Background: an optimization exercise with open tools, aiming at small area and a short achievable clock period. Do not read the settings as production practice. Function was checked by simulation only, so behaviour that the tests miss may differ from the original. Power is estimated from default activity; no workload was simulated.

Setup of amber:
// cam_pixel_packer
module cam_pixel_packer #(
  parameter logic [31:0] BASE_ADDR   = 32'h0000_1000,
  parameter int          FRAME_BYTES = 4096,
  parameter int          BURST_LEN   = 16,
  parameter int          FIFO_DEPTH  = 64
) (
  input  logic        ACLK,
  input  logic        ARESET,
  input  logic        pix_valid,
  input  logic [7:0]  pix_data,
  input  logic        pix_sof,
  output logic        req_valid,
  input  logic        req_ready,
  output logic [31:0] req_addr,
  output logic [7:0]  req_len,
  output logic        dat_valid,
  input  logic        dat_ready,
  output logic [31:0] dat_data,
  output logic        dat_last,
  output logic        overflow,
  output logic        sync_err,
  output logic        frame_done
);
For scale: ~4,200 cells after synthesis, about 2,300 flip-flops, about 92 I/O pins, about 82,000 µm² of cells after synthesis.
Settings: LEC_CHECK=0, ABC_CLOCK_PERIOD_IN_PS=2500, CAP_MARGIN=20, CORE_MARGIN=2, CORE_UTILIZATION=55, CTS_BUF_LIST=sky130_fd_sc_hd__clkbuf_16, CTS_CLUSTER_DIAMETER=90, CTS_CLUSTER_SIZE=28, SETUP_SLACK_MARGIN=3.0, SLEW_MARGIN=20; clock period 5.5 ns.
run.sh (not shown) runs the stock make flow with config.mk's settings and CLKGATE_MAP_FILE= SYNTH_SCRIPT=/design/flow/synth_recipe.tcl, a recipe that flattens the netlist after the stock synthesis.
amber | stages: all done | timing, DRC, antenna: all pass
## Diff of input files: delta against amber
# amber
export LEC_CHECK = 0
export ABC_CLOCK_PERIOD_IN_PS = 2500
export CAP_MARGIN = 20
export CORE_MARGIN = 2
export CORE_UTILIZATION = 55
export CTS_BUF_LIST = sky130_fd_sc_hd__clkbuf_16
export CTS_CLUSTER_DIAMETER = 90
export CTS_CLUSTER_SIZE = 28
export SETUP_SLACK_MARGIN = 3.0
export SLEW_MARGIN = 20
create_clock -name core_clock -period 5.5 [get_ports {ACLK}]
# delta
export LEC_CHECK = 0
export ABC_CLOCK_PERIOD_IN_PS = 2500
export CAP_MARGIN = 20
export CORE_MARGIN = 2
export CORE_UTILIZATION = 65
export CTS_BUF_LIST = sky130_fd_sc_hd__clkbuf_16
export CTS_CLUSTER_DIAMETER = 80
export CTS_CLUSTER_SIZE = 24
export SETUP_SLACK_MARGIN = 3.0
export SLEW_MARGIN = 20
create_clock -name core_clock -period 5.5 [get_ports {ACLK}]
Per the final summary, delta finished and its layout is clean on timing, DRC and antenna.
Achievable frequency: delta < amber
From amber to delta, number of hold-slack violations in the final timing report did not move at all.
Against amber as the reference, delta delivers a higher count of clock-buffer cells in the layout.
Sort amber and delta by total power desc -> top: delta
In the metrics for amber and delta, the one carrying the higher static leakage power is delta.
Taking amber as the reference, in delta amount of wire on met2 after detailed routing saw a decrease, global-route usage climbed 7.9 points, post-route cell area +about 0.35%.


cam_pixel_packer again, from the RTL that the note above started with.
clock: 5.5 ns
lec_check: 0
abc_clock_period_in_ps: 2500
cap_margin: 20
core_margin: 2
core_utilization: 55
cts_buf_list: sky130_fd_sc_hd__clkbuf_16
cts_cluster_diameter: 80
cts_cluster_size: 24
setup_slack_margin: 3.2
slew_margin: 20
The starting point passed the timing, design-rule and antenna checks.
Then changed:
CORE_UTILIZATION = 72   (was 55)
SETUP_SLACK_MARGIN = 3.0   (was 3.2)
Result:
- setup slack is worse by 160 ps
- die area is lower by 23%
- first-iteration DRC count increases by 9.2%
- final area went down by 2.9%
- via count is higher by 0.43%
- sequential share of layout area rose by 2.0 points
- fmax decreases by 6.0%
Then changed:
CORE_UTILIZATION = 55   (was 72)
After rerunning: The new run completed with no timing, DRC or antenna violations; worst setup slack gets better by 59 ps; combinational power is lower by 8.6%; die area is higher by 31%; maximum frequency is higher by 2.3%; global-route usage is lower by 10 points; design area is higher by 1.2%; power is higher by 2.8%; sequential share of layout area is lower by 0.73 points; via count is lower by 1.6%; utilization is lower by 18 points.

[separate check: timing with driven ports]
The results above use ideal ports. As a check the final layouts listed here were re-extracted and re-timed, cells and wires unchanged. Step 1: set_driving_cell puts a clkbuf_16 on ACLK and a buf_2 on each other input, an assumption about the parent block. Step 2 moves the port delays by t, midway between the first and last clock arrival at a register: inputs arrive t later, outputs are due t later. That takes back most of the time a late clock gives input paths. Slacks: ideal / step 1 / step 2; pairs: ideal / step 1.
run | t, ns | slack for setup (ns) | clock arrival spread, ns | worst register clock-pin slew, ns | cell pins on the clock port's net
amber | 0.835 | 2.945 / 2.912 / 2.307 | 0.037 / 0.037 | 0.11 / 0.11 | 1
delta | 0.820 | 2.928 / 2.928 / 2.178 | 0.038 / 0.038 | 0.10 / 0.10 | 1
the first run of note 2 | 0.855 | 3.043 / 2.954 / 2.265 | 0.060 / 0.060 | 0.10 / 0.10 | 1
the second run of note 2 | 0.833 | 2.887 / 2.887 / 2.215 | 0.032 / 0.031 | 0.10 / 0.10 | 1
the third run of note 2 | 0.845 | 2.946 / 2.946 / 2.297 | 0.040 / 0.040 | 0.10 / 0.10 | 1
After both steps every run listed still meets setup and hold. For the first run of note 2, which loses most, drivers alone change the setup slack by -0.089 ns; drivers and shift together by -0.778 ns.
